What follows belongs to an exercise in optimizing a design on an open flow for small area; a production flow would make more cautious choices.
Only simulation tests tie the RTL to the original design; equivalence was not proved.
Power is estimated from default activity; no workload was simulated.

Setup of exp/juniper:
## rgbw_led_ctrl
module rgbw_led_ctrl (
    input  logic clk,
    input  logic reset,
    input  logic sclk,
    input  logic mosi,
    input  logic cs_n,
    output logic led_red,
    output logic led_green,
    output logic led_blue,
    output logic led_white
);
Size in the first run: ~420 cells after synthesis, roughly 120 flip-flops, about 9 I/O pins, ~4800 sq um of cells after synthesis.
Settings: LEC_CHECK=0, ABC_AREA=1, CAP_MARGIN=20, CORE_MARGIN=2, CORE_UTILIZATION=40, SLEW_MARGIN=20; clock period 10.0 ns.
standard.sh (not shown) runs the stock make flow with config.mk's settings and CLKGATE_MAP_FILE= SYNTH_SCRIPT=/design/flow/synth_recipe.tcl, a recipe that flattens the netlist after the stock synthesis.
==> flow/flow/run.sh <==
#!/bin/bash
# The standard layout (standard.sh, ORFS), with these changes:
#  - synthesis: ABC maps the logic with flow/abc_area.script (ABC_AREA is 1
#    in config.mk), an area-oriented script that repeats dch and map -a; and
#    no full/half-adder extraction (ADDER_MAP_FILE empty), so ABC also maps
#    the adders. Registers are mapped exactly as in the standard synthesis.
#  - clock tree synthesis adds no dummy load cells to balance leaf buffers;
#  - the port buffers are the smallest buffer, sky130_fd_sc_hd__buf_1.
# ORFS's scripts are copied unchanged except for the ABC script.
set -euo pipefail
here=$(pwd)
rm -rf "$here/orfs_scripts"
cp -r "$FLOW_HOME/scripts" "$here/orfs_scripts"
cp "$here/flow/abc_area.script" "$here/orfs_scripts/abc_area.script"
export SCRIPTS_DIR="$here/orfs_scripts"
export ADDER_MAP_FILE=""
export CTS_ARGS="-sink_clustering_enable -repair_clock_nets -dont_use_dummy_load -buf_list sky130_fd_sc_hd__clkbuf_4"
export BUFFER_PORTS_ARGS="-buffer_cell sky130_fd_sc_hd__buf_1"
bash standard.sh finish > standard.log 2>&1
==> flow/flow/abc_area.script <==
strash
dch
map -a
strash
dch
map -a
strash
dch
map -a
strash
dch
map -a
strash
dch
map -a
strash
dch
map -a
strash
dch
map -a
topo
stime -c
dnsize -c
> inputs changed (exp/juniper -> exp/ember)
- removing ABC_AREA (formerly 1)
- setting CTS_BUF_LIST to sky130_fd_sc_hd__clkbuf_4 for the first time
==> flow/flow/run.sh <==
#!/bin/bash
# The standard layout with two changes:
#  - clock tree synthesis adds no dummy load cells to balance leaf buffers;
#  - the port buffers are the smallest buffer, sky130_fd_sc_hd__buf_1.
set -euo pipefail
export CTS_ARGS="-sink_clustering_enable -repair_clock_nets -dont_use_dummy_load -buf_list sky130_fd_sc_hd__clkbuf_4"
export BUFFER_PORTS_ARGS="-buffer_cell sky130_fd_sc_hd__buf_1"
bash standard.sh finish > standard.log 2>&1
removed: flow/flow/abc_area.script
Notes after the runs:
- exp/ember finished end to end and its layout was clean on timing, DRC and antenna.
- exp/ember vs exp/juniper — average routed wire per standard cell climbed slightly
- [compare] base=exp/juniper new=exp/ember: total power held steady; wire length after detailed routing shrank by 0.57%; worst setup slack shrank by 0.85 ns.
- Re total I/O pin count: no difference whatsoever between exp/juniper and exp/ember.
- Final cell count: lower on exp/ember
- Multiplexer share of the synthesized area for exp/ember is higher than for exp/juniper.
- From exp/juniper to exp/ember the numbers moved as follows: wire length of the first global-routing pass now sits lower; die area climbed 870 sq um; setup slack after placement saw a decrease.
Setup changes, exp/ember to exp/maple
==> flow/flow/run.sh <==
#!/bin/bash
# The standard layout, with clock tree synthesis told not to add dummy
# load cells to balance the leaf buffers (the only change).
set -euo pipefail
export CTS_ARGS="-sink_clustering_enable -repair_clock_nets -dont_use_dummy_load -buf_list sky130_fd_sc_hd__clkbuf_4"
bash standard.sh finish > standard.log 2>&1
Results
| part of the power in combinational logic | exp/ember vs exp/maple | ≈ equal |. Status: clock skew parity (exp/maple, exp/ember). exp/ember → exp/maple: routed wire length shrank by 1.3%; setup slack after layout shrank by 0.017 ns; worst hold slack shrank by 0.0035 ns; buffers plus inverters on the worst setup path shrank by 1; sequential fraction of design power shrank by 0.3 points. exp/maple against exp/ember: peak ir drop on the vdd network saw a decrease; synthesized cell count saw little to no change.

-- static timing again, ports no longer ideal --
The flow's constraints put no driver on any port. The routed layouts listed below were extracted and timed again, unchanged, in two steps.
Step 1 (the two cells are an assumption about what drives the block):
set clk [get_ports {clk}]
set_driving_cell -lib_cell sky130_fd_sc_hd__clkbuf_16 $clk
set_driving_cell -lib_cell sky130_fd_sc_hd__buf_2 [delete_from_list [all_inputs] $clk]
Step 2 moves the port delays by t, midway between the first and last clock arrival at a register: inputs arrive t later, outputs are due t later. That takes back most of the time a late clock gives input paths.
Three values: no drivers, after step 1, after step 2; two values: the first two.
run | t, ns | setup WS [ns] | hold WS [ns] | worst setup path after step 2 | worst slew at a driven data input, ns
exp/juniper | 0.518 | 5.589 / 5.558 / 5.337 | 0.409 / 0.409 / 0.409 | input to register | 0.03
exp/ember | 0.538 | 4.743 / 4.743 / 4.743 | 0.418 / 0.418 / 0.418 | register to register | 0.03
exp/maple | 0.535 | 4.726 / 4.726 / 4.726 | 0.414 / 0.414 / 0.414 | register to register | 0.03
After both steps every run listed still meets setup and hold. The setup slack of exp/juniper, which loses most, moves by -0.031 ns with the drivers and by -0.252 ns with both steps.
